Context: an optimization exercise on an open-source flow, tuned for a short achievable clock period and few clock cycles. The choices shown serve that exercise and are no tape-out recipe. At most, simulation tests tie the RTL to the original design; equivalence was not proved. For runs 1, 2, 5 and 6, only the layout was checked, not whether the RTL still works. Power and IR drop assume default switching activity.

==> flow/design.v <==
package cpu_pkg;
	typedef logic [16-1:0] addr_t;
	typedef logic [8-1:0] data_t;
	typedef logic [3:0] nibble_t;
	typedef logic [3:0] reg_sel_t;
	typedef enum logic [3:0] {
		GRP_IDL_LDN, GRP_INC, GRP_DEC, GRP_SBR,
		GRP_LDA, GRP_STR, GRP_IO, GRP_CTRL,
		GRP_GLO, GRP_GHI, GRP_PLO, GRP_PHI,
		GRP_LBR, GRP_SEP, GRP_SEX, GRP_ALU
	} op_group_t;
	typedef enum logic [1:0] {
		ST_FETCH,
		ST_EXEC,
		ST_MEM_WAIT,
		ST_IDLE
	} core_state_t;
	typedef enum logic [3:0] {
		ALU_PASS, ALU_OR, ALU_AND, ALU_XOR, ALU_ADD,
		ALU_SD, ALU_SHR, ALU_SM, ALU_SHL
	} alu_op_t;
endpackage
module cpu_alu (
	input  logic clk,
	input  logic go,
	input  cpu_pkg::data_t op,
	input  cpu_pkg::data_t d,
	input  cpu_pkg::data_t m,
	output cpu_pkg::data_t res,
	output logic df_out,
	output logic df_we
);
	logic is_f, is_sd, is_sm;
	cpu_pkg::data_t a, b;
	logic [4:0] sum_lo, sum_hi;
	logic [3:0] a_hi1, b_hi1, s_lo1;
	logic c1, ar1;
	cpu_pkg::data_t lg1;
	assign is_f = op[7:4] == 4'hF;
	assign is_sd = is_f && op[2:0] == 3'd5;    
	assign is_sm = is_f && op[2:0] == 3'd7;    
	assign a = is_sd ? ~d : d;
	assign b = is_sm ? ~m : m;
	assign sum_lo = {1'b0, a[3:0]} + {1'b0, b[3:0]} + {4'h0, is_sd || is_sm};
	assign sum_hi = {1'b0, a_hi1} + {1'b0, b_hi1} + {4'h0, c1};
	always_ff @(posedge clk) begin
		if (go) begin
			a_hi1 <= a[7:4];
			b_hi1 <= b[7:4];
			s_lo1 <= sum_lo[3:0];
			c1 <= sum_lo[4];
			ar1 <= is_f && (op[2:0] == 3'd4 || is_sd || is_sm);
			if (is_f && op[2:0] == 3'd1)
				lg1 <= d | m;
			else if (is_f && op[2:0] == 3'd2)
				lg1 <= d & m;
			else if (is_f && op[2:0] == 3'd3)
				lg1 <= d ^ m;
			else
				lg1 <= m;
		end
	end
	assign res = ar1 ? {sum_hi[3:0], s_lo1} : lg1;
	assign df_out = sum_hi[4];
	assign df_we = ar1;
endmodule
module qspi_rom_reader (
	input  logic clk,
	input  logic rst,
	input  logic go,
	input  cpu_pkg::addr_t addr,
	input  cpu_pkg::nibble_t rom_din,
	input  logic inj,                   
	input  cpu_pkg::data_t inj_byte,    
	output logic rom_cs_n,
	output logic rom_sclk,
	output cpu_pkg::nibble_t rom_dout,
	output cpu_pkg::nibble_t rom_oe_n,
	output cpu_pkg::data_t data,
	output logic ev    
);
	logic act;
	logic [4:0] tc;
	cpu_pkg::nibble_t din_q;
	cpu_pkg::nibble_t hi_r;
	logic ready;
	logic t28;
	assign ready = !act || t28;
	assign data = {hi_r, din_q};
	always_ff @(posedge clk) begin
		din_q <= inj ? inj_byte[3:0] : rom_din;
		if (inj)
			hi_r <= inj_byte[7:4];
		else if (tc == 5'd25)
			hi_r <= din_q;
	end
	always_ff @(posedge clk) begin
		if (rst) begin
			ev <= 1'b0;
			t28 <= 1'b0;
			act <= 1'b0;
			tc <= 5'd0;
			rom_cs_n <= 1'b1;
			rom_sclk <= 1'b0;
			rom_dout <= 4'h0;
			rom_oe_n <= 4'hF;
		end else if (ready) begin
			ev <= inj;
			t28 <= 1'b0;
			tc <= 5'd0;
			act <= go;
			rom_cs_n <= !go;
			rom_sclk <= 1'b0;
			rom_oe_n <= go ? 4'h0 : 4'hF;
			rom_dout <= 4'h0;
		end else begin
			tc <= tc + 5'd1;
			ev <= tc == 5'd26 || inj;
			t28 <= tc == 5'd27;
			rom_cs_n <= tc == 5'd27;
			rom_sclk <= !tc[0];
			rom_oe_n <= (tc >= 5'd15) ? 4'hF : 4'h0;
			case (tc)
				5'd3, 5'd4: rom_dout <= addr[15:12];
				5'd5, 5'd6: rom_dout <= addr[11:8];
				5'd7, 5'd8: rom_dout <= addr[7:4];
				5'd9, 5'd10: rom_dout <= addr[3:0];
				5'd11, 5'd12: rom_dout <= 4'b1010;
				5'd13, 5'd14: rom_dout <= 4'b0101;
				default: rom_dout <= 4'h0;
			endcase
		end
	end
endmodule
module mem_ctrl (
	input  logic clk,
	input  logic rst,
	input  logic [15:0] row,
	input  logic [7:0] we_col,
	input  logic [2:0] col,
	input  cpu_pkg::data_t wdata,
	input  logic re,
	input  logic tag,
	output cpu_pkg::data_t rdata,
	output logic rv,
	output logic rtag,
	output cpu_pkg::data_t sel,
	output logic v1,
	output logic tag1
);
	cpu_pkg::data_t ram [0:127];
	cpu_pkg::data_t m1 [0:7];
	cpu_pkg::data_t m1_d [0:7];
	logic [2:0] col1;
	always_ff @(posedge clk) begin
		for (int j = 0; j < 8; j++)
			for (int i = 0; i < 16; i++)
				if (we_col[j] && row[i])
					ram[j * 16 + i] <= wdata;
	end
	always_comb begin
		for (int j = 0; j < 8; j++) begin
			m1_d[j] = '0;
			for (int i = 0; i < 16; i++)
				m1_d[j] = m1_d[j] | (ram[j * 16 + i] & {8{row[i]}});
		end
	end
	always_ff @(posedge clk) begin
		for (int j = 0; j < 8; j++)
			m1[j] <= m1_d[j];
		col1 <= col;
		tag1 <= tag;
		rdata <= sel;
		rtag <= tag1;
	end
	assign sel = m1[col1];
	always_ff @(posedge clk) begin
		if (rst) begin
			v1 <= 1'b0;
			rv <= 1'b0;
		end else begin
			v1 <= re;
			rv <= v1;
		end
	end
endmodule
module cpu_core (
	input  logic clk,
	input  logic rst,
	input  cpu_pkg::nibble_t ef_n,
	output logic q,
	output logic go,
	output cpu_pkg::addr_t fa,
	input  logic ev,
	input  cpu_pkg::data_t fbyte,
	output logic [15:0] ra_row,
	output logic [7:0] ra_wcol,
	output logic [2:0] ra_col,
	output cpu_pkg::data_t rwd,
	output logic rre,
	output logic rrtag,
	input  cpu_pkg::data_t rdat,
	input  logic rv,
	input  logic rvtag
);
	function automatic logic [15:0] oh16(input logic [3:0] v);
		oh16 = 16'd1 << v;
	endfunction
	function automatic logic [7:0] oh8(input logic [2:0] v);
		oh8 = 8'd1 << v;
	endfunction
	cpu_pkg::addr_t regs [0:15];
	logic [15:0] p_oh;      
	logic [15:0] x_oh;      
	logic x_eq_p;
	logic [15:0] idx1_oh;   
	logic [15:0] wsel;      
	cpu_pkg::addr_t wdat;
	cpu_pkg::addr_t rd_s, rd_t;
	cpu_pkg::data_t d;
	logic df, dz;
	cpu_pkg::reg_sel_t p, x;
	cpu_pkg::nibble_t ef_meta, ef;
	cpu_pkg::data_t ir;
	cpu_pkg::data_t b;
	cpu_pkg::addr_t t, s;
	logic gone;        
	logic exp_opnd;    
	logic alu_fl;      
	logic alu_go;      
	logic alu_go2;     
	cpu_pkg::data_t alu_res, alu_m;
	logic alu_df, alu_df_we;
	logic [1:0] rw_cnt;    
	logic st_wait, st_ex1, st_ex2, st_fetch, st_fl1, st_apw, st_nxt0, st_wb, st_halt, st_rw;
	logic f_idl, f_br, f_str, f_req, f_seq, f_glo, f_ghi, f_plo, f_phi, f_inc, f_dec;
	logic f_sep, f_sex, f_shr, f_shl, f_ldop, f_incw, use_x, use_p, use_n, rd;
	logic f_lda, f_ldxa, f_imm, f_aluop, f_plain, rfast, rp_ram;
	logic n15, eq_np, a_go, b_go;
	logic x15, tinc15;
	logic e_rdf, e_rdr, e_str, e_wb, e_apw, e_glo, e_ghi, e_shr, e_shl, e_seq, e_req;
	logic e_sex, e_sep, e_brnt, e_fa_s, e_ra_s, e_tinc, e_rwait;
	logic [1:0] e_rwn;
	logic e_wd_tinc, e_wd_sinc, e_wd_sdec, e_wd_plo, e_wd_phi;
	logic [15:0] e_wsel;
	cpu_pkg::data_t ob;
	logic opc_ev, opnd_ev, ram_opnd;
	logic [3:0] on, og;
	logic cond, taken_d, rd_d, o_ldn, o_lda, o_ldxa, o_alux, o_imm, o_br, o_sep;
	logic o_nmod, o_idl, o_other;
	logic [15:0] b15, b15f;
	assign opnd_ev = ev && exp_opnd;
	assign opc_ev = st_wait && ev && !exp_opnd;
	assign ram_opnd = rv && !rvtag;
	assign ob = fbyte;
	assign on = ob[3:0];
	assign og = ob[7:4];
	always_comb begin
		for (int i = 0; i < 16; i++) begin
			b15[i] = regs[i][15];
			b15f[i] = wsel[i] ? wdat[15] : regs[i][15];    
		end
	end
	always_comb begin
		rd_s = '0;
		rd_t = '0;
		for (int i = 0; i < 16; i++) begin
			rd_s = rd_s | (regs[i] & {16{idx1_oh[i]}});
			rd_t = rd_t | (regs[i] & {16{p_oh[i]}});
		end
	end
	always_comb begin
		case (on[2:0])
			3'd0: cond = 1'b1;
			3'd1: cond = q;
			3'd2: cond = dz;
			3'd3: cond = df;
			default: cond = ef[on[1:0]];
		endcase
		taken_d = cond ^ on[3];
		o_idl = ob == 8'h00;
		o_ldn = og == 4'h0 && on != 4'h0;
		o_lda = og == 4'h4;
		o_ldxa = ob == 8'h72;
		o_alux = og == 4'hF && !on[3] && on != 4'h6;
		o_imm = og == 4'hF && on[3] && on != 4'hE;
		o_br = og == 4'h3;
		o_sep = og == 4'hD;
		o_nmod = og == 4'h1 || og == 4'h2 || og == 4'hA || og == 4'hB;
		rd_d = o_ldn || o_lda || o_ldxa || o_alux || o_imm || (o_br && taken_d);
		o_other = !rd_d && !o_idl && !o_sep && !o_br && !(o_nmod && on == p);
	end
	always_comb begin
		case (1'b1)
			st_ex1: go = a_go || (b_go && !n15);
			st_fl1: go = !t[15];
			st_fetch: go = !gone && !t[15];
			default: go = 1'b0;
		endcase
	end
	assign alu_go = alu_fl || (rv && !rvtag && f_aluop);
	assign alu_m = alu_fl ? b : rdat;
	cpu_alu i_alu (
		.clk    (clk),
		.go     (alu_go),
		.op     (ir),
		.d      (d),
		.m      (alu_m),
		.res    (alu_res),
		.df_out (alu_df),
		.df_we  (alu_df_we)
	);
	cpu_pkg::addr_t s_inc, s_dec, t_inc;
	assign s_inc = s + 16'd1;
	assign s_dec = s - 16'd1;
	assign t_inc = t + 16'd1;
	always_ff @(posedge clk) begin
		for (int i = 0; i < 16; i++) begin
			if (rst && i == 0)
				regs[i] <= 16'h0000;
			else if (!rst && wsel[i])
				regs[i] <= wdat;
		end
	end
	always_ff @(posedge clk) begin
		ef_meta <= ~ef_n;
		ef <= ef_meta;
		if (st_fetch && x == p)
			x15 <= t_inc[15];
		else if (|(wsel & x_oh))
			x15 <= wdat[15];
		else
			x15 <= b15[x];
		if (st_fetch)
			tinc15 <= t[15] ^ (&t[14:1]);
		else
			tinc15 <= t[15] ^ (&t[14:0]);
		x_eq_p <= x == p;
		wdat <= ((st_fetch || (st_ex2 && e_wd_tinc)) ? t_inc : 16'h0)
			| ((st_ex2 && e_wd_sinc) ? s_inc : 16'h0)
			| ((st_ex2 && e_wd_sdec) ? s_dec : 16'h0)
			| ((st_ex2 && e_wd_plo) ? {s[15:8], d} : 16'h0)
			| ((st_ex2 && e_wd_phi) ? {d, s[7:0]} : 16'h0);
		rwd <= d;
		if (st_ex1)
			s <= rd_s;
		if (opc_ev) begin
			ir <= ob;
			f_idl <= o_idl;
			f_br <= o_br;
			f_str <= og == 4'h5;
			f_req <= ob == 8'h7A;
			f_seq <= ob == 8'h7B;
			f_glo <= og == 4'h8;
			f_ghi <= og == 4'h9;
			f_plo <= og == 4'hA;
			f_phi <= og == 4'hB;
			f_inc <= og == 4'h1;
			f_dec <= og == 4'h2;
			f_sep <= o_sep;
			f_sex <= og == 4'hE;
			f_shr <= ob == 8'hF6;
			f_shl <= ob == 8'hFE;
			f_ldop <= o_ldn || o_lda || o_ldxa || o_alux || o_imm;
			f_lda <= o_lda;
			f_imm <= o_imm;
			f_ldxa <= o_ldxa;
			f_plain <= o_ldn || o_lda || o_ldxa || ob == 8'hF0 || ob == 8'hF8;
			f_aluop <= (o_alux || o_imm) && on[2:0] != 3'd0;
			rfast <= !rd_d && !o_idl && !o_sep && og != 4'h5 && !(o_nmod && on == p)
				&& (o_br ? tinc15 : t[15]);
			rp_ram <= rd_d && (o_imm || o_br) && t[15];
			f_incw <= o_lda || o_ldxa || o_imm;
			use_x <= o_ldxa || o_alux;
			use_p <= o_imm || o_br;
			use_n <= !(o_ldxa || o_alux || o_imm || o_br);
			rd <= rd_d;
			idx1_oh <= oh16((o_ldxa || o_alux) ? x : on);
			n15 <= b15f[on];
			eq_np <= on == p;
			a_go <= !o_idl && (((o_ldn || o_lda || o_imm || (o_br && taken_d)) && !t[15])
				|| ((o_ldxa || o_alux) && (!x15 || !t[15]))
				|| (o_br && !taken_d && !tinc15)
				|| (o_other && !t[15]));
			b_go <= o_ldn || o_lda || o_sep;
		end
		if (st_ex1) begin
			e_rdf <= rd && !(use_x ? x15 : use_p ? t[15] : n15);
			e_rdr <= rd && (use_x ? x15 : use_p ? t[15] : n15);
			e_apw <= rd && (use_x ? x15 : use_p ? t[15] : n15) && !go && f_br;
			e_rwait <= rd && (use_x ? x15 : use_p ? t[15] : n15) && !go && !f_br;
			e_rwn <= (f_aluop && !use_p) ? 2'd1 : 2'd0;
			e_tinc <= f_imm || (f_lda && eq_np) || (f_ldxa && x_eq_p);
			e_fa_s <= !use_p;
			e_str <= f_str;
			e_ra_s <= f_str || !use_p;
			e_wb <= (f_inc || f_dec || f_plo || f_phi) && eq_np;
			e_glo <= f_glo;
			e_ghi <= f_ghi;
			e_shr <= f_shr;
			e_shl <= f_shl;
			e_seq <= f_seq;
			e_req <= f_req;
			e_sex <= f_sex;
			e_sep <= f_sep;
			e_brnt <= f_br && !rd;
			e_wd_tinc <= rd && f_incw && use_p;
			e_wd_sinc <= (rd && f_incw && !use_p) || f_inc;
			e_wd_sdec <= f_dec;
			e_wd_plo <= f_plo;
			e_wd_phi <= f_phi;
			e_wsel <= (rd && f_incw) ? (use_p ? p_oh : idx1_oh) :
				(f_inc || f_dec || f_plo || f_phi) ? idx1_oh : 16'h0;
		end
	end
	always_ff @(posedge clk) begin
		if (rst) begin
			st_wait <= 1'b0;
			st_ex1 <= 1'b0;
			st_ex2 <= 1'b0;
			st_fetch <= 1'b1;
			st_fl1 <= 1'b0;
			st_apw <= 1'b0;
			st_nxt0 <= 1'b0;
			st_wb <= 1'b0;
			st_halt <= 1'b0;
			st_rw <= 1'b0;
			t <= 16'h0000;
			p <= '0;
			p_oh <= 16'd1;
			x <= '0;
			x_oh <= 16'd1;
			d <= '0;
			dz <= 1'b1;
			df <= 1'b0;
			q <= 1'b0;
			gone <= 1'b0;
			exp_opnd <= 1'b0;
			alu_fl <= 1'b0;
			alu_go2 <= 1'b0;
			wsel <= '0;
			ra_wcol <= '0;
			rre <= 1'b0;
		end else begin
			st_wait <= (st_wait && !opc_ev && !opnd_ev) || st_fetch || (st_ex2 && e_rdf);
			st_ex1 <= opc_ev;
			st_ex2 <= st_ex1 && !f_idl;
			st_halt <= st_halt || (st_ex1 && f_idl);
			st_fetch <= (st_ex2 && !e_rdf && !e_apw && !e_wb && !(e_rwait && e_rwn != 2'd0))
				|| st_fl1 || st_nxt0 || (st_apw && ram_opnd) || (st_rw && rw_cnt == 2'd1);
			st_rw <= (st_ex2 && e_rwait && e_rwn != 2'd0) || (st_rw && rw_cnt != 2'd1);
			if (st_ex2)
				rw_cnt <= e_rwn;
			else if (st_rw)
				rw_cnt <= rw_cnt - 2'd1;
			st_fl1 <= st_wait && opnd_ev;
			st_apw <= (st_ex2 && e_apw) || (st_apw && !ram_opnd);
			st_wb <= st_ex2 && e_wb;
			st_nxt0 <= st_wb;
			alu_fl <= opnd_ev && f_ldop;
			if (opnd_ev)
				b <= fbyte;
			alu_go2 <= alu_go;
			if (alu_go2) begin
				d <= alu_res;
				dz <= alu_res == 8'h00;
				if (alu_df_we)
					df <= alu_df;
			end else if (ram_opnd && f_plain) begin
				d <= rdat;
				dz <= rdat == 8'h00;
			end
			if (st_wait && opnd_ev && f_br)
				t[7:0] <= fbyte;
			else if (st_apw && ram_opnd && f_br)
				t[7:0] <= rdat;
			else if ((st_wait && !opc_ev && !(|(wsel & p_oh))) || st_nxt0)
				t <= rd_t;
			else if (st_ex2 && e_sep)
				t <= s;
			else if (st_ex2 && (e_brnt || (e_rwait && e_tinc)))
				t <= t_inc;    
			else if (st_fetch)
				t <= t_inc;
			wsel <= st_ex2 ? e_wsel : st_fetch ? p_oh : 16'h0;
			if (st_ex1)
				gone <= go || rfast;
			else if (st_fetch)
				gone <= 1'b0;
			else if (st_fl1)
				gone <= !t[15];
			else if (st_apw && ram_opnd)
				gone <= t[15];
			if (st_fetch)
				exp_opnd <= 1'b0;
			else if (st_ex2 && e_rdf)
				exp_opnd <= 1'b1;
			if (st_fetch || (st_ex2 && e_rdf && !e_fa_s))
				fa <= t;
			else if (st_ex2 && e_rdf)
				fa <= s;
			ra_wcol <= (st_ex2 && e_str && s[15]) ? oh8(s[6:4]) : 8'h0;
			rre <= (st_ex1 && (rfast || rp_ram)) || (st_ex2 && e_rdr && e_ra_s)
				|| (st_fetch && !gone && t[15]) || (st_apw && ram_opnd && t[15]);
			if (st_apw && ram_opnd) begin
				ra_row <= oh16(rdat[3:0]);
				ra_col <= rdat[6:4];
				rrtag <= 1'b1;
			end else if (st_ex1 && rfast) begin
				ra_row <= f_br ? oh16(t_inc[3:0]) : oh16(t[3:0]);
				ra_col <= f_br ? t_inc[6:4] : t[6:4];
				rrtag <= 1'b1;
			end else if (st_ex1 && rp_ram) begin
				ra_row <= oh16(t[3:0]);
				ra_col <= t[6:4];
				rrtag <= 1'b0;
			end else if (st_ex2 && (e_rdr || e_str)) begin
				ra_row <= e_ra_s ? oh16(s[3:0]) : oh16(t[3:0]);
				ra_col <= e_ra_s ? s[6:4] : t[6:4];
				rrtag <= 1'b0;
			end else if (st_fetch) begin
				ra_row <= oh16(t[3:0]);
				ra_col <= t[6:4];
				rrtag <= 1'b1;
			end
			if (st_ex2) begin
				if (e_glo) begin
					d <= s[7:0];
					dz <= s[7:0] == 8'h00;
				end
				if (e_ghi) begin
					d <= s[15:8];
					dz <= s[15:8] == 8'h00;
				end
				if (e_shr) begin
					d <= {1'b0, d[7:1]};
					dz <= d[7:1] == 7'h00;
					df <= d[0];
				end
				if (e_shl) begin
					d <= {d[6:0], 1'b0};
					dz <= d[6:0] == 7'h00;
					df <= d[7];
				end
				if (e_seq)
					q <= 1'b1;
				if (e_req)
					q <= 1'b0;
				if (e_sex) begin
					x <= ir[3:0];
					x_oh <= idx1_oh;
				end
				if (e_sep) begin
					p <= ir[3:0];
					p_oh <= idx1_oh;
				end
			end
		end
	end
endmodule
module cpu_top (
	input  logic clk,
	input  logic rst_n,
	input  cpu_pkg::nibble_t ef_n,
	input  cpu_pkg::nibble_t rom_din,
	output logic q,
	output logic rom_cs_n,
	output logic rom_sclk,
	output cpu_pkg::nibble_t rom_dout,
	output cpu_pkg::nibble_t rom_oe_n
);
	logic rst;
	always_ff @(posedge clk)
		rst <= !rst_n;
	logic go;
	cpu_pkg::addr_t fa;
	logic ev;
	cpu_pkg::data_t rsel;
	logic rv1, rtag1;
	cpu_pkg::data_t fbyte;
	logic [15:0] ra_row;
	logic [7:0] ra_wcol;
	logic [2:0] ra_col;
	logic rre, rrtag, rv, rvtag;
	cpu_pkg::data_t rwd, rdat;
	cpu_core i_core (
		.clk   (clk),
		.rst   (rst),
		.ef_n  (ef_n),
		.q     (q),
		.go    (go),
		.fa    (fa),
		.ev    (ev),
		.fbyte (fbyte),
		.ra_row  (ra_row),
		.ra_wcol (ra_wcol),
		.ra_col  (ra_col),
		.rwd   (rwd),
		.rre   (rre),
		.rrtag (rrtag),
		.rdat  (rdat),
		.rv    (rv),
		.rvtag (rvtag)
	);
	qspi_rom_reader i_rom (
		.clk      (clk),
		.rst      (rst),
		.go       (go),
		.addr     (fa),
		.rom_din  (rom_din),
		.inj      (rv1 && rtag1),
		.inj_byte (rsel),
		.rom_cs_n (rom_cs_n),
		.rom_sclk (rom_sclk),
		.rom_dout (rom_dout),
		.rom_oe_n (rom_oe_n),
		.data     (fbyte),
		.ev       (ev)
	);
	mem_ctrl i_ram (
		.clk   (clk),
		.rst   (rst),
		.row    (ra_row),
		.we_col (ra_wcol),
		.col    (ra_col),
		.wdata (rwd),
		.re    (rre),
		.tag   (rrtag),
		.rdata (rdat),
		.rv    (rv),
		.rtag  (rvtag),
		.sel   (rsel),
		.v1    (rv1),
		.tag1  (rtag1)
	);
endmodule
==> flow/run.sh <==
#!/bin/bash
# synth_recipe.tcl (not shown) runs the flow's synth.tcl, then flattens the netlist and writes it again
# the make line also repeats each setting of config.mk as NAME=value (left out here)
make -C /OpenROAD-flow-scripts/flow DESIGN_CONFIG=/design/flow/config.mk WORK_HOME=/design/flow/orfs CLKGATE_MAP_FILE= SYNTH_SCRIPT=/design/flow/synth_recipe.tcl finish
==> flow/config.mk <==
export PLATFORM = sky130hd
export DESIGN_NAME = cpu_top
export DESIGN_NICKNAME = cpu_top
export VERILOG_FILES = /design/flow/design.v
export SDC_FILE = /design/flow/constraint.sdc
export NUM_CORES = 4
export LEC_CHECK = 0
export ABC_CLOCK_PERIOD_IN_PS = 2000
export CAP_MARGIN = 20
export CORE_MARGIN = 2
export CORE_UTILIZATION = 70
export CTS_CLUSTER_DIAMETER = 60
export CTS_CLUSTER_SIZE = 30
export PLACE_DENSITY = 0.78
export SETUP_SLACK_MARGIN = 3.0
export SLEW_MARGIN = 20
==> flow/constraint.sdc <==
create_clock -name core_clock -period 5.0 [get_ports {clk}]
set_input_delay 1.0000 -clock core_clock [delete_from_list [all_inputs] [get_ports {clk}]]
set_output_delay 1.0000 -clock core_clock [all_outputs]
set_load 0.01 [all_outputs]
==> flow_summary.json, run 1 <==
{
  "status": "finished clean",
  "cts_max_level": 3,
  "syn-num-nets": 4508,
  "final_common_cell": "edfxtp_1",
  "pwr-share-comb": 0.034,
  "path_cells": "and4_4 > nand2_4 > or3_4 > xnor2_4 > fa_2 > fa_2 > a21o_1 > a21o_1",
  "drc": 0,
  "syn_inst": 4452,
  "netlist_area_um2": 66900,
  "start_util": 0.705,
  "syn_area_per_cell_um2": 15.0,
  "post-route-min-period_ps": 2470,
  "p_leak_nw": 25.2,
  "clkSinkCount": 1701,
  "switching_share": 0.231,
  "arrival_ps": 2970,
  "crit_slowest_cell": "or3_4",
  "synth_ff_type": "edfxtp_1",
  "synth_top_area_frac": 0.649,
  "rsz0062_at_grt": "true",
  "via_per_inst": 7.60,
  "insertion_delay_ps": 760,
  "area_growth_pct": 13.3,
  "die_x_um": 313,
  "post_drt_wl_per_cell_um": 34.9,
  "drt_iter0_drc": 7533,
  "drt-met1-wl_um": 69600,
  "crit_type": "reg2reg",
  "ios": 21,
  "fin_util": 0.799,
  "setup_viol": 0,
  "cts_hold_buffers": 0,
  "port_buffers": 20,
  "path_clk_slew_ps": 90,
  "met3WireLength_um": 27500,
  "hold_slack_ps": 336,
  "cts_inserted_buffers": 107,
  "grt.overflow.total": 0,
  "hold_violations": 0,
  "grt_pass1_vias": 42700,
  "core_um2": 94900,
  "dpl_worst_slack_ps": 1930,
  "clockRootBuffer": "clkbuf_16",
  "drive_gt1_frac": 0.179,
  "yosysUniqueCellTypes": 89,
  "antenna_found_initial": 4,
  "ant_nets": 0,
  "synth_area_leaders": "edfxtp_1, dfxtp_1, a22o_1",
  "critPathMaxFanout": 3,
  "final_nets": 4601,
  "period_share": 0.494,
  "ys_seq_area_frac": 0.725,
  "p_total_mw": 26.6,
  "place.gp.congestion": 0.980,
  "yosys_warnings": 9,
  "finClkSkew_ps": 44.5,
  "die_y_um": 313,
  "critPathLaunchType": "flop",
  "critical_path.max_stage_delay_ps": 380,
  "layout_common_cells": "edfxtp_1, a22o_1, a221oi_1",
  "cp.required_ps": 5500,
  "ys_seq_elements": 1701,
  "pwr-share-seq": 0.576,
  "yosysTopAreaCell": "edfxtp_1",
  "clockBufferDepth": 3,
  "p_int_mw": 20.4,
  "max_clock_freq_mhz": 405,
  "drv_slew": 0,
  "relSlewSlack": 0.286,
  "setup_slack_ps": 2530,
  "synth_edf_count": 1447,
  "peakVddDrop_mv": 0.480,
  "grtUsageTotal": 0.413,
  "placementRows": 113,
  "worst_slew_pin_slew_ps": 1070,
  "grt_max_degree": 82,
  "p_sw_mw": 6.15,
  "first_pass_iters": 10,
  "dieArea_um2": 98100,
  "cts_tree": "done",
  "max_cap_viol_count": 0,
  "hold_class": "reg2reg",
  "grt_pass1_wl_um": 293000,
  "hpwlAfterDp_um": 117000,
  "power_density_nw_per_um2": 351,
  "endpoint_kind": "flop",
  "routed.top_layer": "met5",
  "vias": 44900,
  "wl_um": 206000,
  "clockPowerShare": 0.390,
  "synth-async-reset-ratio": 0,
  "finalSetupTns_ps": 0,
  "wl_met2_um": 94600
}
cell type report:
type                            count  area (um2)
Sequential cell                  1701       48700
Clock buffer                      115        2810
Inverter                           60         256
Tap cell                         1265        1580
Antenna cell                        2        5.00
Timing Repair Buffer              317        3010
Fill cell                        5021       19100
Multi-Input combinational cell   2358       18100
Clock inverter                     89        1340
critical path: cells and delay by family (launching register included):
family | cells | cell delay, ps
xor gates and xnor gates | 1 | 140
AOI/OAI and AO/OA | 2 | 330
adders and majority gates | 2 | 720
and+or+nand+nor | 3 | 700
DFF | 1 | 340
sequential cells by signal, summed over array words and instances (netlist names), 8 cells and up:
| register | cells |
|---|---|
| i_core.rwd | 8 |
| i_core.x_oh | 16 |
| i_core.fa | 16 |
| i_core.p_oh | 16 |
| i_core.ra_wcol | 8 |
| i_core.e_wsel | 16 |
| i_core.b | 8 |
| i_core.wsel | 16 |
| i_ram.rdata | 8 |
| i_core.ir | 8 |
| i_core.t | 16 |
| i_core.d | 8 |
| i_ram.m1 | 64 |
| i_core.wdat | 16 |
| i_ram.ram | 1024 |
| i_core.i_alu.lg1 | 8 |
| i_core.s | 16 |
| i_core.regs | 256 |
| i_core.ra_row | 16 |
| i_core.idx1_oh | 16 |
synth_stat cells, types with 38 or more instances:
cell type  number
a21oi_1       124
a221oi_1      391
a22o_1        415
a22oi_1        55
and2_1        147
clkbuf_1      283
dfxtp_1       254
edfxtp_1     1447
ha_1           42
inv_1          56
mux2i_1        56
nand2_1       215
nand3_1        69
nand4_1       102
nor2_1        175
nor2b_1        38
nor3_1         50
o21ai_0       104
what timing repair did:
action                                   CTS  global route
setup buffers                            123            61
pin swaps                                 50            66
endpoints found under the hold margin      0             0
gates resized for setup                  233           183
endpoints found under the setup margin  1071           211
cloned                                     5             5
cells by family (layout without fill, tap and decap cells):
logic type / after synthesis / in the layout / share of synthesized area
AOI/OAI and AO/OA: 1247 / 1247 / 0.148
xor gates and xnor gates: 47 / 47 / 0.00615
adders and majority gates: 46 / 46 / 0.00905
buffers and inverters: 397 / 581 / 0.0231
DFF: 1701 / 1701 / 0.725
muxes: 97 / 97 / 0.0170
other: 0 / 2 / 0
and+or+nand+nor: 917 / 921 / 0.0713
metrics by stage:
stage,instance area [um2],instances
5_1_grt,75800,5905
6_report,75800,5907
2_1_floorplan,67000,4452
4_1_cts,74500,5839
3_5_place_dp,68500,5507
3_3_place_gp,68400,5505
final timing paths:
check	from	endpoint	slack (ps)	cells after the start
min	i_core.ef_meta[3]	i_core.ef[3]	340	0
min reg2reg	i_core.ef_meta[3]	i_core.ef[3]	340	0
max reg2reg	i_core.ir[7]	i_core.i_alu.c1	2530	8
max	i_core.ir[7]	i_core.i_alu.c1	2530	8
metal layers:
metal  vias to the layer above  global-route usage
li1                      18200                   -
met1                     22000               0.551
met2                      3847               0.640
met3                       856              0.0944
met4                         6               0.224
met5                         -                   0
power groups by stage:
stage          clock [mW]  combinational, mW  sequential, mW
2_1_floorplan           0              0.472            15.6
3_3_place_gp            0              0.688            15.7
3_5_place_dp            0              0.697            15.7
4_1_cts              10.3              0.818            15.3
5_1_grt              10.8              0.944            15.3
6_report             10.4              0.916            15.3
==> run 2, diff against run 1 <==
--- a/flow/config.mk
+++ b/flow/config.mk
@@ -11,4 +11,4 @@
 export CORE_UTILIZATION = 70
-export CTS_CLUSTER_DIAMETER = 60
-export CTS_CLUSTER_SIZE = 30
+export CTS_CLUSTER_DIAMETER = 50
+export CTS_CLUSTER_SIZE = 24
 export PLACE_DENSITY = 0.78
==> run 2 against run 1 <==
Wire length up 0.72%. Via count up 1.5%. Clock-buffer cell count up 47. Hold slack better by 1.9 ps. Largest cell class unchanged.
==> flow_summary.json, run 2 <==
{
  "cts_tree": "done",
  "grt.overflow.total": 0,
  "ios": 21,
  "path_cells": "clkinv_8 > or3_4 > xnor2_4 > fa_2 > fa_2 > a21o_1 > a21o_1",
  "crit_buf_inv": 1,
  "top_regs": "i_ram.ram: 1024 flops, i_core.regs: 256 flops, i_ram.m1: 64 flops",
  "place.gp.congestion": 0.980,
  "status": "finished clean",
  "ys_seq_area_frac": 0.725,
  "cts_inserted_buffers": 138,
  "critical_path.max_stage_delay_ps": 500,
  "post_drt_wl_per_cell_um": 34.9,
  "endpoint_kind": "flop",
  "hold_violations": 0,
  "via_per_inst": 7.66,
  "clkSinkCount": 1701,
  "arrival_ps": 3000,
  "drv_slew": 0,
  "grtUsageTotal": 0.416,
  "p_leak_nw": 25.5,
  "setup_slack_ps": 2530,
  "synth_top_area_frac": 0.649,
  "crit_slowest_cell": "edfxtp_1",
  "yosys_warnings": 9,
  "synth.most_common_cell": "edfxtp_1",
  "grt_max_degree": 82,
  "synth_edf_count": 1447,
  "post-route-min-period_ps": 2470,
  "ant_nets": 0,
  "dieArea_um2": 98100,
  "hold_slack_ps": 338,
  "max_cap_viol_count": 0,
  "critPathLaunchType": "flop",
  "placementRows": 113,
  "drive_gt1_frac": 0.182,
  "power_density_nw_per_um2": 362,
  "port_buffers": 20,
  "top_register": "i_ram.ram",
  "dpl_worst_slack_ps": 1930,
  "die_y_um": 313,
  "syn-num-nets": 4508,
  "final_nets": 4628,
  "rsz0062_at_grt": "true",
  "cp.required_ps": 5540,
  "vias": 45600,
  "clockRootBuffer": "clkbuf_16",
  "synth-async-reset-ratio": 0,
  "yosysTopAreaCell": "edfxtp_1",
  "ys_seq_elements": 1701,
  "finalSetupTns_ps": 0,
  "syn_area_per_cell_um2": 15.0,
  "crit_type": "reg2reg",
  "peakVddDrop_mv": 0.437,
  "syn_inst": 4452,
  "hpwlAfterDp_um": 117000,
  "fillers": 4968,
  "synth_area_leaders": "edfxtp_1, dfxtp_1, a22o_1",
  "start_util": 0.705,
  "first_pass_iters": 10,
  "netlist_top_cells_count": "edfxtp_1, a22o_1, a221oi_1",
  "period_share": 0.494,
  "die_x_um": 313,
  "netlist_area_um2": 66900,
  "hold_class": "reg2reg",
  "grt_pass1_vias": 42800,
  "wl_um": 208000,
  "largest_reg_flops": 1024,
  "synth_ff_type": "edfxtp_1",
  "fin_util": 0.804,
  "relSlewSlack": 0.336,
  "max_clock_freq_mhz": 405,
  "yosysUniqueCellTypes": 89,
  "path_clk_slew_ps": 70,
  "insertion_delay_ps": 780,
  "clockBufferDepth": 3,
  "setup_viol": 0,
  "crit_family": "adder cells",
  "finClkSkew_ps": 41.6,
  "drc": 0,
  "worst_slew_pin_slew_ps": 996,
  "p_total_mw": 27.6,
  "grt_pass1_wl_um": 294000,
  "antenna_found_initial": 4,
  "cts_max_level": 4,
  "layout_common_cells": "edfxtp_1, a22o_1, a221oi_1",
  "area_growth_pct": 14.1,
  "critPathMaxFanout": 4,
  "drt_iter0_drc": 8155,
  "core_um2": 94900,
  "final_common_cell": "edfxtp_1"
}
## run 2: kinds of logic after synthesis
kind of cell             count (synthesis)  share of synthesized area
adder cells (fa/ha/maj)                 46                    0.00905
AND/OR/NAND/NOR                        917                     0.0713
XOR/XNOR                                47                    0.00615
flip-flops                            1701                      0.725
AO/OA/AOI/OAI                         1247                      0.148
buffers and inverters                  397                     0.0231
multiplexers                            97                     0.0170
## run 2: path summary, 6_finish.rpt
kind	start	slack [ps]	cells past startpoint	to
worst max-delay path	i_core.ir[0]	2530	7	i_core.i_alu.c1
worst min-delay path	i_core.ef_meta[3]	340	0	i_core.ef[3]
worst max register to register	i_core.ir[0]	2530	7	i_core.i_alu.c1
worst min register to register	i_core.ef_meta[3]	340	0	i_core.ef[3]
## run 2: area by class of cell
class / count / area, um2 / area share
sequential: 1701 / 48700 / 0.637
tap: 1265 / 1580 / 0.0207
timing repair buffer: 311 / 2960 / 0.0388
multi-input combinational: 2360 / 18200 / 0.238
inverter: 60 / 254 / 0.00333
clock inverter: 86 / 945 / 0.0124
antenna: 5 / 12.5 / 0.000164
clock buffer: 162 / 3760 / 0.0493
## run 2: metal layers
metal / global-route usage / wire [um] / vias up
met5: 0 / 24 / -
met4: 0.222 / 14400 / 4
met3: 0.0964 / 28300 / 995
met2: 0.641 / 94900 / 4072
met1: 0.559 / 69800 / 22200
li1: - / - / 18200
## run 2: stage by stage
step / cells / area, um2
after floorplan: 4452 / 67000
after global placement: 5505 / 68400
after detailed placement: 5507 / 68500
after CTS: 5889 / 75100
after global routing: 5945 / 76300
final: 5950 / 76300
## run 2: where the power goes
part	internal, mW	switching (mW)	leakage (nW)
logic	0.343	0.584	7.76
registers	15.2	0.0971	15.5
clock network	6.03	5.32	2.28
## run 2: timing repair
action,CTS,global route
hold buffers,0,0
endpoints found under the hold margin,0,0
setup endpoints to repair,977,246
resized for setup,225,176
pin swaps,47,74
setup buffers,128,52
gates cloned,6,4
==> run 3, diff against run 2 <==
--- a/flow/design.v
+++ b/flow/design.v
@@ -24,4 +24,6 @@
 	input  logic clk,
-	input  logic go,
-	input  cpu_pkg::data_t op,
+	input  logic inv_d,
+	input  logic inv_m,
+	input  logic arith,
+	input  logic [1:0] lop,
 	input  cpu_pkg::data_t d,
@@ -32,3 +34,2 @@
 );
-	logic is_f, is_sd, is_sm;
 	cpu_pkg::data_t a, b;
@@ -38,25 +39,18 @@
 	cpu_pkg::data_t lg1;
-	assign is_f = op[7:4] == 4'hF;
-	assign is_sd = is_f && op[2:0] == 3'd5;    
-	assign is_sm = is_f && op[2:0] == 3'd7;    
-	assign a = is_sd ? ~d : d;
-	assign b = is_sm ? ~m : m;
-	assign sum_lo = {1'b0, a[3:0]} + {1'b0, b[3:0]} + {4'h0, is_sd || is_sm};
+	assign a = inv_d ? ~d : d;
+	assign b = inv_m ? ~m : m;
+	assign sum_lo = {1'b0, a[3:0]} + {1'b0, b[3:0]} + {4'h0, inv_d || inv_m};
 	assign sum_hi = {1'b0, a_hi1} + {1'b0, b_hi1} + {4'h0, c1};
 	always_ff @(posedge clk) begin
-		if (go) begin
-			a_hi1 <= a[7:4];
-			b_hi1 <= b[7:4];
-			s_lo1 <= sum_lo[3:0];
-			c1 <= sum_lo[4];
-			ar1 <= is_f && (op[2:0] == 3'd4 || is_sd || is_sm);
-			if (is_f && op[2:0] == 3'd1)
-				lg1 <= d | m;
-			else if (is_f && op[2:0] == 3'd2)
-				lg1 <= d & m;
-			else if (is_f && op[2:0] == 3'd3)
-				lg1 <= d ^ m;
-			else
-				lg1 <= m;
-		end
+		a_hi1 <= a[7:4];
+		b_hi1 <= b[7:4];
+		s_lo1 <= sum_lo[3:0];
+		c1 <= sum_lo[4];
+		ar1 <= arith;
+		case (lop)
+			2'd1: lg1 <= d | m;
+			2'd2: lg1 <= d & m;
+			2'd3: lg1 <= d ^ m;
+			default: lg1 <= m;
+		endcase
 	end
@@ -234,2 +228,5 @@
 	logic [1:0] rw_cnt;    
+	logic a_inv_d, a_inv_m, a_arith;    
+	logic [1:0] a_lop;
+	logic pwp, e_wp;       
 	logic st_wait, st_ex1, st_ex2, st_fetch, st_fl1, st_apw, st_nxt0, st_wb, st_halt, st_rw;
@@ -304,4 +301,6 @@
 		.clk    (clk),
-		.go     (alu_go),
-		.op     (ir),
+		.inv_d  (a_inv_d),
+		.inv_m  (a_inv_m),
+		.arith  (a_arith),
+		.lop    (a_lop),
 		.d      (d),
@@ -344,4 +343,9 @@
 		rwd <= d;
-		if (st_ex1)
+		if (st_ex1) begin
 			s <= rd_s;
+			a_inv_d <= ir[7:4] == 4'hF && ir[2:0] == 3'd5;
+			a_inv_m <= ir[7:4] == 4'hF && ir[2:0] == 3'd7;
+			a_arith <= ir[7:4] == 4'hF && (ir[2:0] == 3'd4 || ir[2:0] == 3'd5 || ir[2:0] == 3'd7);
+			a_lop <= (ir[7:4] == 4'hF && ir[2:0] >= 3'd1 && ir[2:0] <= 3'd3) ? ir[1:0] : 2'd0;
+		end
 		if (opc_ev) begin
@@ -413,2 +417,4 @@
 				(f_inc || f_dec || f_plo || f_phi) ? idx1_oh : 16'h0;
+			e_wp <= (rd && f_incw && use_p)
+				|| (((rd && f_incw) || f_inc || f_dec || f_plo || f_phi) && |(idx1_oh & p_oh));
 		end
@@ -441,2 +447,3 @@
 			wsel <= '0;
+			pwp <= 1'b0;
 			ra_wcol <= '0;
@@ -476,3 +483,3 @@
 				t[7:0] <= rdat;
-			else if ((st_wait && !opc_ev && !(|(wsel & p_oh))) || st_nxt0)
+			else if ((st_wait && !opc_ev && !pwp) || st_nxt0)
 				t <= rd_t;
@@ -485,2 +492,3 @@
 			wsel <= st_ex2 ? e_wsel : st_fetch ? p_oh : 16'h0;
+			pwp <= st_ex2 ? e_wp : st_fetch;
 			if (st_ex1)
--- a/flow/config.mk
+++ b/flow/config.mk
@@ -10,6 +10,6 @@
 export CORE_MARGIN = 2
-export CORE_UTILIZATION = 70
-export CTS_CLUSTER_DIAMETER = 50
-export CTS_CLUSTER_SIZE = 24
-export PLACE_DENSITY = 0.78
+export CORE_UTILIZATION = 75
+export CTS_CLUSTER_DIAMETER = 60
+export CTS_CLUSTER_SIZE = 30
+export PLACE_DENSITY = 0.82
 export SETUP_SLACK_MARGIN = 3.0
==> run 3 against run 2 <==
Setup slack improved by 130 ps. Hold slack lost 4.8 ps. Utilization up 3.9 points. Combinational power grew 6.3%. Sequential power is essentially flat. Non-clock buffer count fell by 40. Cell count decreased by 2.8%. Clock skew fell by 2.4 ps. Global-route usage rose by 3.2 points. Clock power down 16%. Register-to-register slack gained 290 ps. Flip-flop and latch count up 7.
==> flow_summary.json, run 3 <==
{
  "netlist_top_cells_count": "edfxtp_1, a221oi_1, a22o_1",
  "p_leak_nw": 24.9,
  "endpoint_kind": "primary output",
  "synth_fa_ha_area_frac": 0.00903,
  "met3WireLength_um": 30400,
  "place.gp.congestion": 1.00,
  "max_cap_viol_count": 0,
  "clockRootBuffer": "clkbuf_16",
  "cp.required_ps": 4000,
  "critPathMaxFanout": 4,
  "place_inst": 5441,
  "worst_slew_pin_slew_ps": 1010,
  "dieArea_um2": 91800,
  "drt-met1-wl_um": 67600,
  "grt_pass1_vias": 43400,
  "die_y_um": 303,
  "synth_edf_count": 1431,
  "first_pass_iters": 29,
  "area_growth_pct": 11.3,
  "hpwlAfterDp_um": 117000,
  "post_drt_wl_per_cell_um": 36.1,
  "synth_ff_type": "edfxtp_1",
  "drv_slew": 0,
  "arrival_ps": 1340,
  "power_density_nw_per_um2": 347,
  "routed.top_layer": "met4",
  "drc": 0,
  "antenna_found_initial": 0,
  "clkSinkCount": 1708,
  "vias": 45900,
  "grt.overflow.total": 0,
  "synth_compound_area_frac": 0.147,
  "wl_met2_um": 94800,
  "synth.most_common_cell": "edfxtp_1",
  "syn_area_per_cell_um2": 14.9,
  "die_x_um": 303,
  "ys_seq_elements": 1708,
  "hold_violations": 0,
  "cts_hold_buffers": 0,
  "final_common_cell": "edfxtp_1",
  "top_regs": "i_ram.ram: 1024 flops, i_core.regs: 256 flops, i_ram.m1: 64 flops",
  "synth_top_family_by_area": "compound AO/OA/AOI/OAI gates",
  "relSlewSlack": 0.329,
  "period_share": 0.467,
  "cts_max_level": 3,
  "yosysUniqueCellTypes": 82,
  "drive_gt1_frac": 0.156,
  "grtUsageTotal": 0.448,
  "yosysTopAreaCell": "edfxtp_1",
  "drt_iter0_drc": 8911,
  "clockBufferDepth": 3,
  "status": "finished clean",
  "finalSetupTns_ps": 0,
  "placementRows": 109,
  "ys_seq_area_frac": 0.724,
  "muxShareOfSynthArea": 0.0182,
  "hold_class": "reg2reg",
  "syn_inst": 4503,
  "start_util": 0.757,
  "placed_area_um2": 68400,
  "stdcell_count": 5782,
  "fin_area_um2": 74600,
  "port_buffers": 20,
  "cts_tree": "done",
  "ios": 21,
  "final_nets": 4588,
  "core_um2": 88500,
  "layout_common_cells": "edfxtp_1, a22o_1, a221oi_1",
  "insertion_delay_ps": 750,
  "top_register": "i_ram.ram",
  "wl_um": 209000,
  "synth-async-reset-ratio": 0,
  "p_total_mw": 25.9,
  "finClkSkew_ps": 39.3,
  "peakVddDrop_mv": 0.413,
  "grt_max_degree": 100,
  "synth_area_leaders": "edfxtp_1, dfxtp_1, a221oi_1",
  "synth_top_area_frac": 0.641,
  "crit_type": "reg2out",
  "grt_pass1_wl_um": 295000,
  "post-route-min-period_ps": 2340,
  "setup_viol": 0,
  "netlist_area_um2": 67000,
  "max_clock_freq_mhz": 428,
  "ant_nets": 0,
  "critPathLaunchType": "flop",
  "largest_reg_flops": 1024,
  "path_clk_slew_ps": 100,
  "syn-num-nets": 4559,
  "yosys_warnings": 9,
  "synth_xor_xnor_area_share": 0.00678,
  "cts_inserted_buffers": 99,
  "via_per_inst": 7.95,
  "rsz0062_at_grt": "true",
  "synthSimpleGateAreaFrac": 0.0712
}
[run 3: changes by cell type in the layout (fill, tap and decap cells not counted), sizes merged, moves of 21 or more]
cell	delta
a21oi	+26
buf	-38
clkbuf	-57
a22o	-24
inv	+30
nand2	+21
dfxtp	+23
[run 3: path summary, 6_finish.rpt]
| kind | start | to | slack, ps | cells past startpoint |
|---|---|---|---|---|
| setup / recovery | i_rom.rom_oe_n[2] | rom_oe_n[3] | 2660 | 2 |
| hold / removal | i_core.ef_meta[2] | i_core.ef[2] | 330 | 0 |
| setup reg to reg | i_rom.din_q[0] | i_core.a_go | 2820 | 7 |
| hold reg to reg | i_core.ef_meta[2] | i_core.ef[2] | 330 | 0 |
[run 3: area by class of cell]
class                      count  area (um2)
antenna                        1        2.50
multi-input combinational   2376       17900
inverter                      76         292
timing repair buffer         271        2620
clock inverter                79        1090
fill                        4070       13900
sequential                  1708       48700
tap                         1165        1460
clock buffer                 106        2550
[run 3: timing repair]
item                                    4_1_cts  5_1_grt
gates cloned                                  4        4
endpoints found under the setup margin      658      313
gates resized for setup                     211      177
buffers inserted                             95       51
pin swaps                                    33       61
[run 3: kinds of logic after synthesis]
family / after synthesis
AO/OA/AOI/OAI: 1247
XOR/XNOR: 51
adder cells (fa/ha/maj): 46
buffers and inverters: 423
flip-flops: 1708
multiplexers: 99
AND/OR/NAND/NOR: 929
[run 3: layer usage]
layer	vias up	GRT usage
met3	1037	0.112
li1	18100	-
met1	22200	0.594
met4	0	0.268
met5	-	0.00207
met2	4545	0.683
[run 3: metrics by stage]
stage	setup WS [ps]	utilization	hold WS, ps
floorplan	2970	-	310
global placement	2190	0.772	312
detailed placement	2180	0.772	313
CTS	2630	0.829	331
global route	2640	0.843	337
finish	2660	0.843	333
[run 3: worst max-delay path, stage by stage, from the launching register on]
cell and delay (ps):
dfxtp_4 380, buf_6 120, buf_6 110
[run 3: report_power, final]
| part | total, mW | switching, mW | internal [mW] |
|---|---|---|---|
| registers | 15.4 | 0.131 | 15.3 |
| clock network | 9.52 | 5.31 | 4.21 |
| logic | 0.985 | 0.621 | 0.364 |
Testbench counts of run 3, summed over its fixed seeds: cycles 1,075,645.
==> run 4, diff against run 3 <==
--- a/flow/config.mk
+++ b/flow/config.mk
@@ -10,6 +10,6 @@
 export CORE_MARGIN = 2
-export CORE_UTILIZATION = 75
+export CORE_UTILIZATION = 70
 export CTS_CLUSTER_DIAMETER = 60
 export CTS_CLUSTER_SIZE = 30
-export PLACE_DENSITY = 0.82
+export PLACE_DENSITY = 0.78
 export SETUP_SLACK_MARGIN = 3.0
==> run 4 against run 3 <==
Critical path depth shrank 1. Synthesized area stayed put. Synthesized cell count stayed put. Setup slack improved by 99 ps. Combinational power down 1%. First-iteration DRC count shrank 11%. Still clean on timing, DRC and antenna.
==> flow_summary.json, run 4 <==
{
  "status": "finished clean",
  "vias": 45300,
  "dieArea_um2": 98300,
  "period_share": 0.447,
  "fin_area_um2": 76100,
  "critPathMaxFanout": 2,
  "multiInputGateArea_um2": 18000,
  "hold_violations": 0,
  "crit_slowest_cell": "dfxtp_4",
  "drv_slew": 0,
  "top_regs": "i_ram.ram: 1024 flops, i_core.regs: 256 flops, i_ram.m1: 64 flops",
  "endpoint_kind": "primary output",
  "ant_nets": 0,
  "pwr-share-seq": 0.565,
  "cts_tree": "done",
  "max_clock_freq_mhz": 447,
  "synth.most_common_cell": "edfxtp_1",
  "path_depth": 1,
  "insertion_delay_ps": 750,
  "hold_slack_ps": 345,
  "post-route-min-period_ps": 2240,
  "switching_share": 0.243,
  "wl_um": 205000,
  "start_util": 0.706,
  "area_growth_pct": 13.5,
  "place_inst": 5529,
  "grt_use_met3": 0.112,
  "fillers": 4997,
  "via_per_inst": 7.66,
  "crit_family": "flip-flops",
  "r2r-start": "i_core.p_oh[13]",
  "cts_hold_buffers": 0,
  "synth_ff_type": "edfxtp_1",
  "grt.overflow.total": 0,
  "p_leak_nw": 25.4,
  "synth_top_area_frac": 0.641,
  "crit_type": "reg2out",
  "yosysTopAreaCell": "edfxtp_1",
  "clkSinkCount": 1708,
  "layout_common_cells": "edfxtp_1, a22o_1, a221oi_1",
  "drive_gt1_frac": 0.169,
  "stdcell_count": 5920,
  "cts_max_level": 3,
  "final_nets": 4609,
  "die_y_um": 313,
  "netlist_top_cells_count": "edfxtp_1, a221oi_1, a22o_1",
  "hold_start": "i_core.rrtag",
  "port_buffers": 20,
  "top_register": "i_ram.ram",
  "hold_class": "reg2reg",
  "max_cap_viol_count": 0,
  "netlist_area_um2": 67000,
  "clockPowerShare": 0.399,
  "ios": 21,
  "crit_buf_inv": 1,
  "grt_max_degree": 95,
  "path_cells": "buf_6",
  "p_sw_mw": 6.64,
  "grtUsageTotal": 0.402,
  "cts_inserted_buffers": 110,
  "hpwlAfterDp_um": 117000,
  "arrival_ps": 1240,
  "finClkSkew_ps": 47.6,
  "power_density_nw_per_um2": 358,
  "post_drt_wl_per_cell_um": 34.7,
  "rrSetupSlack_ps": 2820,
  "p_int_mw": 20.6,
  "final_common_cell": "edfxtp_1",
  "critical_path.max_stage_delay_ps": 400,
  "first_pass_iters": 19,
  "placed_area_um2": 68500,
  "ff2ff_path_depth": 6,
  "drc": 0,
  "ys_seq_area_frac": 0.724,
  "synth-async-reset-ratio": 0,
  "grt_pass1_vias": 41900,
  "core_um2": 95000,
  "die_x_um": 313,
  "cp.required_ps": 4000,
  "finalSetupTns_ps": 0,
  "largest_reg_flops": 1024,
  "worst_slew_pin_slew_ps": 1010,
  "ys_seq_elements": 1708,
  "ff_latch_area_um2": 48700,
  "syn_area_per_cell_um2": 14.9,
  "place.gp.congestion": 0.995,
  "clockBufferDepth": 3,
  "grt_pass1_wl_um": 287000,
  "syn_inst": 4503,
  "worstSetupEndpoint": "q",
  "r2r-end": "i_core.t[1]",
  "fin_util": 0.801,
  "relSlewSlack": 0.327,
  "peakVddDrop_mv": 0.455,
  "antenna_found_initial": 14,
  "yosys_warnings": 9,
  "path_clk_slew_ps": 80,
  "crit_start": "i_core.q",
  "clockRootBuffer": "clkbuf_16",
  "pwr-share-comb": 0.036,
  "top_usage_layer": "met2",
  "critPathLaunchType": "flop",
  "rsz0062_at_grt": "true",
  "yosysUniqueCellTypes": 82,
  "drt_iter0_drc": 7897,
  "syn-num-nets": 4559,
  "setup_viol": 0,
  "grt_use_met1": 0.582,
  "met2_usage": 0.593,
  "synth_area_leaders": "edfxtp_1, dfxtp_1, a221oi_1",
  "synth_edf_count": 1431,
  "placementRows": 113
}
==> run 4: cell families (layout without fill, tap and decap cells) <==
kind of cell,count (synthesis),in the layout,synth area share
AO/OA/AOI/OAI,1247,1248,0.147
XOR/XNOR,51,51,0.00678
adder cells (fa/ha/maj),46,46,0.00903
buffers and inverters,423,569,0.0243
flip-flops,1708,1708,0.724
multiplexers,99,99,0.0182
other,0,4,0
AND/OR/NAND/NOR,929,930,0.0712
==> run 4: timing repair <==
item | 4_1_cts | 5_1_grt
buffers inserted | 82 | 82
resized for setup | 245 | 202
endpoints found under the setup margin | 584 | 276
cloned | 4 | 9
pin swaps | 27 | 61
==> run 4: metrics by stage <==
| step | power [mW] | worst slack [ps] |
|---|---|---|
| 6_report | 27.3 | 2760 |
| 5_1_grt | 27.8 | 2740 |
| 4_1_cts | 27.1 | 2720 |
| 3_5_place_dp | 16.5 | 2260 |
| 3_3_place_gp | 16.5 | 2360 |
| 2_1_floorplan | 16.2 | 2970 |
==> run 4: metal layers <==
| metal | part of all wire | wire [um] |
|---|---|---|
| met3 | 0.16 | 32800 |
| met1 | 0.35 | 72200 |
| met5 | 0.00063 | 130 |
| met4 | 0.048 | 9800 |
| met2 | 0.44 | 90500 |
==> run 4: power groups by stage <==
stage / Combinational [mW] / Clock (mW) / Sequential, mW
floorplan: 0.537 / 0 / 15.7
global placement: 0.767 / 0 / 15.8
detailed placement: 0.778 / 0 / 15.8
CTS: 0.866 / 10.9 / 15.4
global route: 1.00 / 11.3 / 15.4
finish: 0.971 / 10.9 / 15.4
==> run 4: worst min-delay path by stage <==
stage	to	slack, ps	cells after the start
global placement	i_ram.tag1	320	0
CTS	i_ram.tag1	340	0
floorplan	i_core.ef[0]	310	0
finish	i_ram.tag1	350	0
detailed placement	i_ram.tag1	330	0
global route	i_ram.tag1	350	0
==> run 4: layout make-up <==
type	instances	share of cell area
Tap cell	1265	0.0208
Clock buffer	118	0.0384
Multi-Input combinational cell	2374	0.237
Clock inverter	92	0.0197
Antenna cell	4	0.000132
Sequential cell	1708	0.640
Inverter	76	0.00386
Timing Repair Buffer	283	0.0403
==> run 5, diff against run 4 <==
--- a/flow/design.v
+++ b/flow/design.v
@@ -231,3 +231,5 @@
 	logic pwp, e_wp;       
-	logic st_wait, st_ex1, st_ex2, st_fetch, st_fl1, st_apw, st_nxt0, st_wb, st_halt, st_rw;
+	logic pwp_d;           
+	cpu_pkg::addr_t rdt_r;    
+	logic st_wait, st_ex1, st_ex2, st_fetch, st_fl1, st_apw, st_nxt0, st_wb, st_wb2, st_halt, st_rw;
 	logic f_idl, f_br, f_str, f_req, f_seq, f_glo, f_ghi, f_plo, f_phi, f_inc, f_dec;
@@ -343,2 +345,3 @@
 		rwd <= d;
+		rdt_r <= rd_t;
 		if (st_ex1) begin
@@ -431,2 +434,3 @@
 			st_wb <= 1'b0;
+			st_wb2 <= 1'b0;
 			st_halt <= 1'b0;
@@ -448,2 +452,3 @@
 			pwp <= 1'b0;
+			pwp_d <= 1'b0;
 			ra_wcol <= '0;
@@ -465,3 +470,4 @@
 			st_wb <= st_ex2 && e_wb;
-			st_nxt0 <= st_wb;
+			st_wb2 <= st_wb;
+			st_nxt0 <= st_wb2;
 			alu_fl <= opnd_ev && f_ldop;
@@ -483,4 +489,4 @@
 				t[7:0] <= rdat;
-			else if ((st_wait && !opc_ev && !pwp) || st_nxt0)
-				t <= rd_t;
+			else if ((st_wait && !opc_ev && !pwp && !pwp_d) || st_nxt0)
+				t <= rdt_r;
 			else if (st_ex2 && e_sep)
@@ -493,2 +499,3 @@
 			pwp <= st_ex2 ? e_wp : st_fetch;
+			pwp_d <= pwp;
 			if (st_ex1)
==> run 5 against run 4 <==
Synthesized area is 0.65% higher. Combinational power up 0.5%. Hold slack worse by 12 ps. Maximum frequency fell by 3.9%. Synthesized cell count is 1.2% lower.
==> flow_summary.json, run 5 <==
{
  "status": "finished clean",
  "cts_tree": "done",
  "ys_seq_elements": 1726,
  "path_clk_slew_ps": 80,
  "r2r-end": "i_core.dz",
  "yosys_warnings": 9,
  "yosysTopAreaCell": "edfxtp_1",
  "cp.required_ps": 4000,
  "period_share": 0.465,
  "arrival_ps": 1330,
  "max_cap_viol_count": 0,
  "top_register": "i_ram.ram",
  "grt_pass1_wl_um": 290000,
  "cts_max_level": 3,
  "netlist_top_cells_count": "edfxtp_1, a22o_1, a221oi_1",
  "yosysUniqueCellTypes": 87,
  "drc": 0,
  "r2r-start": "i_core.i_alu.a_hi1[0]",
  "hold_path_end": "i_core.ef[0]",
  "largest_reg_flops": 1024,
  "clockPowerShare": 0.370,
  "rsz0062_at_grt": "true",
  "clkSinkCount": 1726,
  "syn_inst": 4450,
  "stdcell_count": 5852,
  "setup_viol": 0,
  "die_x_um": 314,
  "relSlewSlack": 0.327,
  "clockBufferDepth": 3,
  "post_drt_wl_per_cell_um": 34.6,
  "p_int_mw": 20.2,
  "syn_area_per_cell_um2": 15.2,
  "ff2ff_path_depth": 7,
  "placementRows": 113,
  "top_regs": "i_ram.ram: 1024 flops, i_core.regs: 256 flops, i_ram.m1: 64 flops",
  "rrSetupSlack_ps": 2840,
  "synth_edf_count": 1431,
  "hold_slack_ps": 333,
  "p_total_mw": 26.3,
  "insertion_delay_ps": 750,
  "synth_ff_type": "edfxtp_1",
  "syn-num-nets": 4506,
  "final_nets": 4549,
  "hold_class": "reg2reg",
  "drv_slew": 0,
  "grt.overflow.total": 0,
  "vias": 44500,
  "synth-async-reset-ratio": 0,
  "cts_inserted_buffers": 106,
  "finalSetupTns_ps": 0,
  "holdPathStages": 0,
  "place_inst": 5492,
  "ant_nets": 0,
  "dieArea_um2": 98900,
  "ios": 21,
  "core_um2": 95300,
  "netlist_area_um2": 67500,
  "drt_iter0_drc": 7559,
  "start_util": 0.708,
  "final_common_cell": "edfxtp_1",
  "finClkSkew_ps": 43.9,
  "clockRootBuffer": "clkbuf_16",
  "hold_start": "i_core.ef_meta[0]",
  "grtUsageTotal": 0.407,
  "grt_max_degree": 81,
  "first_pass_iters": 9,
  "power_density_nw_per_um2": 349,
  "post-route-min-period_ps": 2330,
  "ys_seq_area_frac": 0.724,
  "max_clock_freq_mhz": 430,
  "worst_slew_pin_slew_ps": 1010,
  "drive_gt1_frac": 0.161,
  "switching_share": 0.233,
  "pwr-share-seq": 0.593,
  "via_per_inst": 7.61,
  "die_y_um": 314,
  "hold_violations": 0,
  "place.gp.congestion": 1.01,
  "synth.most_common_cell": "edfxtp_1",
  "wl_um": 202000,
  "antenna_found_initial": 4,
  "endpoint_kind": "primary output",
  "crit_type": "reg2out",
  "critPathLaunchType": "flop",
  "p_leak_nw": 24.6,
  "p_sw_mw": 6.15,
  "synth_top_area_frac": 0.637,
  "port_buffers": 20,
  "hpwlAfterDp_um": 118000,
  "peakVddDrop_mv": 0.353,
  "critPathMaxFanout": 4,
  "grt_pass1_vias": 41900,
  "area_growth_pct": 11.6,
  "layout_common_cells": "edfxtp_1, a22o_1, a221oi_1",
  "pwr-share-comb": 0.037,
  "synth_area_leaders": "edfxtp_1, dfxtp_1, a22o_1"
}
run 5: through the flow:
stage	cell area (um2)	setup slack, ps	utilization
floorplan	67600	2900	-
global placement	69000	1850	0.724
detailed placement	69000	1760	0.724
CTS	74400	2630	0.781
global route	75300	2630	0.790
finish	75300	2670	0.790
run 5: worst max path at each step:
stage	depth (start not counted)	end	start	slack, ps
after floorplan	9	i_core.wdat[14]	i_core.s[0]	2900
after global placement	5	i_core.idx1_oh[5]	i_rom.hi_r[1]	1850
after detailed placement	5	i_core.idx1_oh[6]	i_rom.hi_r[1]	1760
after CTS	2	rom_oe_n[2]	i_rom.rom_oe_n[2]	2630
after global routing	2	rom_oe_n[2]	i_rom.rom_oe_n[2]	2630
final	2	rom_oe_n[2]	i_rom.rom_oe_n[2]	2670
run 5: kinds of logic (layout without fill, tap and decap cells):
family / Yosys count / count (layout) / synth area share
fa+ha+maj: 46 / 46 / 0.00898
compound gates: 1227 / 1228 / 0.147
flops: 1726 / 1726 / 0.724
mux: 113 / 113 / 0.0211
other cells: 0 / 1 / 0
buf+inv: 416 / 549 / 0.0240
simple gates: 869 / 871 / 0.0681
xor+xnor: 53 / 53 / 0.00688
run 5: worst max-delay path, cell delays in order, from the launching register on:
cell and delay (ps):
dfxtp_4 380, buf_6 120, buf_6 110
run 5: area by class of cell:
cell class,count,area [um2]
tap,1265,1580
multi-input combinational,2311,18000
clock buffer,115,2730
clock inverter,86,1050
timing repair buffer,277,2650
antenna,1,2.50
fill,5171,20000
inverter,71,304
sequential,1726,49000
run 5: what timing repair did:
action / in CTS / in global routing
hold buffers: 0 / 0
hold endpoints to repair: 0 / 0
pin swaps: 41 / 49
cloned: 4 / 0
endpoints found under the setup margin: 848 / 175
resized for setup: 215 / 123
buffers inserted: 108 / 46
run 5: power groups by stage:
stage,Clock [mW],Sequential (mW),Combinational [mW]
final,9.74,15.6,0.976
after detailed placement,0,15.9,0.783
after CTS,9.72,15.6,0.897
after global placement,0,15.9,0.773
after floorplan,0,15.8,0.552
after global routing,10.2,15.6,1.01
run 5: metal layers:
layer	track usage	up-vias	share of wire
met3	0.0897	793	0.13
met4	0.220	4	0.071
met5	0	-	0.00012
li1	-	18100	-
met1	0.564	21800	0.35
met2	0.613	3846	0.45
==> run 6, diff against run 5 <==
--- a/flow/design.v
+++ b/flow/design.v
@@ -115,3 +115,5 @@
 			rom_sclk <= !tc[0];
-			rom_oe_n <= (tc >= 5'd15) ? 4'hF : 4'h0;
+			rom_oe_n[0] <= tc >= 5'd15;
+			for (int k = 1; k < 4; k++)
+				rom_oe_n[k] <= rom_oe_n[k] || tc == 5'd15;
 			case (tc)
==> run 6 against run 5 <==
Still clean. Sequential power hardly changed. Synthesized cell count is 0.97% higher. Register-to-register slack got worse by 60 ps. Flip-flop and latch count increased by 3.
==> flow_summary.json, run 6 <==
{
  "fin_area_um2": 75500,
  "start_util": 0.709,
  "hold_class": "reg2reg",
  "power_density_nw_per_um2": 352,
  "setup_slack_ps": 2770,
  "hpwlAfterDp_um": 116000,
  "ff_latch_area_um2": 49100,
  "final_common_cell": "edfxtp_1",
  "synth.most_common_cell": "edfxtp_1",
  "drive_gt1_frac": 0.157,
  "p_leak_nw": 25.2,
  "cp.required_ps": 4000,
  "final_nets": 4573,
  "critical_path.max_stage_delay_ps": 390,
  "status": "finished clean",
  "crit_buf_inv": 1,
  "dpl_worst_slack_ps": 2190,
  "yosysTopAreaCell": "edfxtp_1",
  "path_depth": 1,
  "ff2ff_path_depth": 7,
  "placementRows": 113,
  "setup_viol": 0,
  "grt.overflow.total": 0,
  "grt_max_degree": 93,
  "max_cap_viol_count": 0,
  "multiInputGateArea_um2": 18100,
  "syn_area_per_cell_um2": 15.0,
  "post_drt_wl_per_cell_um": 34.4,
  "layout_common_cells": "edfxtp_1, a22o_1, a221oi_1",
  "period_share": 0.447,
  "fin_util": 0.792,
  "cts_tree": "done",
  "top_register": "i_ram.ram",
  "endpoint_kind": "primary output",
  "finClkSkew_ps": 37.4,
  "cts_inserted_buffers": 104,
  "clockBufferDepth": 3,
  "syn-num-nets": 4549,
  "vias": 45000,
  "critPathMaxFanout": 2,
  "critPathLaunchType": "flop",
  "ys_seq_elements": 1729,
  "netlist_area_um2": 67500,
  "drt_iter0_drc": 8581,
  "path_cells": "buf_6",
  "synth_top_area_frac": 0.636,
  "area_growth_pct": 11.8,
  "antenna_found_initial": 12,
  "via_per_inst": 7.66,
  "grt_pass1_vias": 41600,
  "placed_area_um2": 69000,
  "finalSetupTns_ps": 0,
  "synth_edf_count": 1431,
  "holdPathStages": 0,
  "ant_nets": 0,
  "drv_slew": 0,
  "cts_max_level": 3,
  "dieArea_um2": 99000,
  "worst_slew_pin_slew_ps": 1150,
  "clockRootBuffer": "clkbuf_16",
  "netlist_top_cells_count": "edfxtp_1, a22o_1, a221oi_1",
  "peakVddDrop_mv": 0.320,
  "fillers": 5121,
  "drc": 0,
  "ios": 21,
  "syn_inst": 4493,
  "crit_slowest_cell": "dfxtp_4",
  "crit_type": "reg2out",
  "top_regs": "i_ram.ram: 1024 flops, i_core.regs: 256 flops, i_ram.m1: 64 flops",
  "hold_violations": 0,
  "yosysUniqueCellTypes": 78,
  "rsz0062_at_grt": "true",
  "insertion_delay_ps": 750,
  "die_x_um": 315,
  "post-route-min-period_ps": 2230,
  "path_clk_slew_ps": 100,
  "place.gp.congestion": 1.00,
  "first_pass_iters": 14,
  "synth_area_leaders": "edfxtp_1, dfxtp_1, a22o_1",
  "grtUsageTotal": 0.397,
  "largest_reg_flops": 1024,
  "crit_family": "flip-flops",
  "yosys_warnings": 9,
  "port_buffers": 20,
  "ys_seq_area_frac": 0.725,
  "die_y_um": 315,
  "max_clock_freq_mhz": 448,
  "synth_ff_type": "edfxtp_1",
  "wl_um": 202000,
  "clkSinkCount": 1729,
  "grt_pass1_wl_um": 285000,
  "p_total_mw": 26.6,
  "relSlewSlack": 0.232,
  "synth-async-reset-ratio": 0,
  "core_um2": 95300,
  "cts_hold_buffers": 0,
  "arrival_ps": 1230
}
[run 6: cell count changes in the layout (fill, tap and decap cells not counted), sizes merged, moves of 7 or more]
cell | before | now
a21oi | 113 | 106
nand4 | 120 | 109
mux2 | 30 | 20
buf | 267 | 250
o21ai | 74 | 88
nand2 | 215 | 222
nand2b | 19 | 29
a211o | 16 | 8
nor3b | 9 | 16
nor2 | 129 | 155
o221ai | 32 | 16
[run 6: area by class of cell]
cell class,count,share of cell area
inverter,69,0.00360
sequential,1729,0.650
tap,1265,0.0210
timing repair buffer,260,0.0327
clock inverter,87,0.0182
multi-input combinational,2353,0.240
clock buffer,110,0.0350
antenna,4,0.000133
[run 6: power breakdown]
part,internal [mW],switching [mW],total [mW]
Combinational,0.334,0.561,0.894
Clock,4.57,5.57,10.1
Sequential,15.5,0.129,15.6
[run 6: what timing repair did]
| action | in CTS | in global routing |
|---|---|---|
| setup buffers | 108 | 33 |
| cloned | 2 | 3 |
| resized for setup | 186 | 157 |
| pin swaps | 30 | 49 |
| endpoints found under the setup margin | 794 | 391 |
[run 6: path summary, 6_finish.rpt]
check | endpoint | start | slack [ps]
max | q | i_core.q | 2770
min | i_core.ef[2] | i_core.ef_meta[2] | 350
max reg2reg | i_core.a_go | i_rom.hi_r[1] | 2780
min reg2reg | i_core.ef[2] | i_core.ef_meta[2] | 350
[run 6: stage by stage]
step | std cells | hold slack [ps]
after floorplan | 4493 | 310
after global placement | 5530 | 314
after detailed placement | 5530 | 320
after CTS | 5837 | 350
after global routing | 5874 | 357
final | 5877 | 349
[run 6: kinds of logic (layout without fill, tap and decap cells)]
family | count (synthesis) | count (layout) | share of synthesized area
other | 0 | 4 | 0
buffers and inverters | 414 | 526 | 0.0232
muxes | 98 | 98 | 0.0180
AOI/OAI and AO/OA | 1233 | 1234 | 0.147
DFF | 1729 | 1729 | 0.725
adders and majority gates | 46 | 46 | 0.00897
xor gates and xnor gates | 49 | 49 | 0.00636
and+or+nand+nor | 924 | 926 | 0.0719
[run 6: routing by layer]
layer | track usage | up-vias | routed length, um | part of all wire
li1 | - | 18200 | - | -
met1 | 0.576 | 22100 | 71000 | 0.35
met2 | 0.580 | 4073 | 87700 | 0.43
met3 | 0.120 | 722 | 33800 | 0.17
met4 | 0.140 | 18 | 9270 | 0.046
met5 | 0 | - | 126 | 0.00062
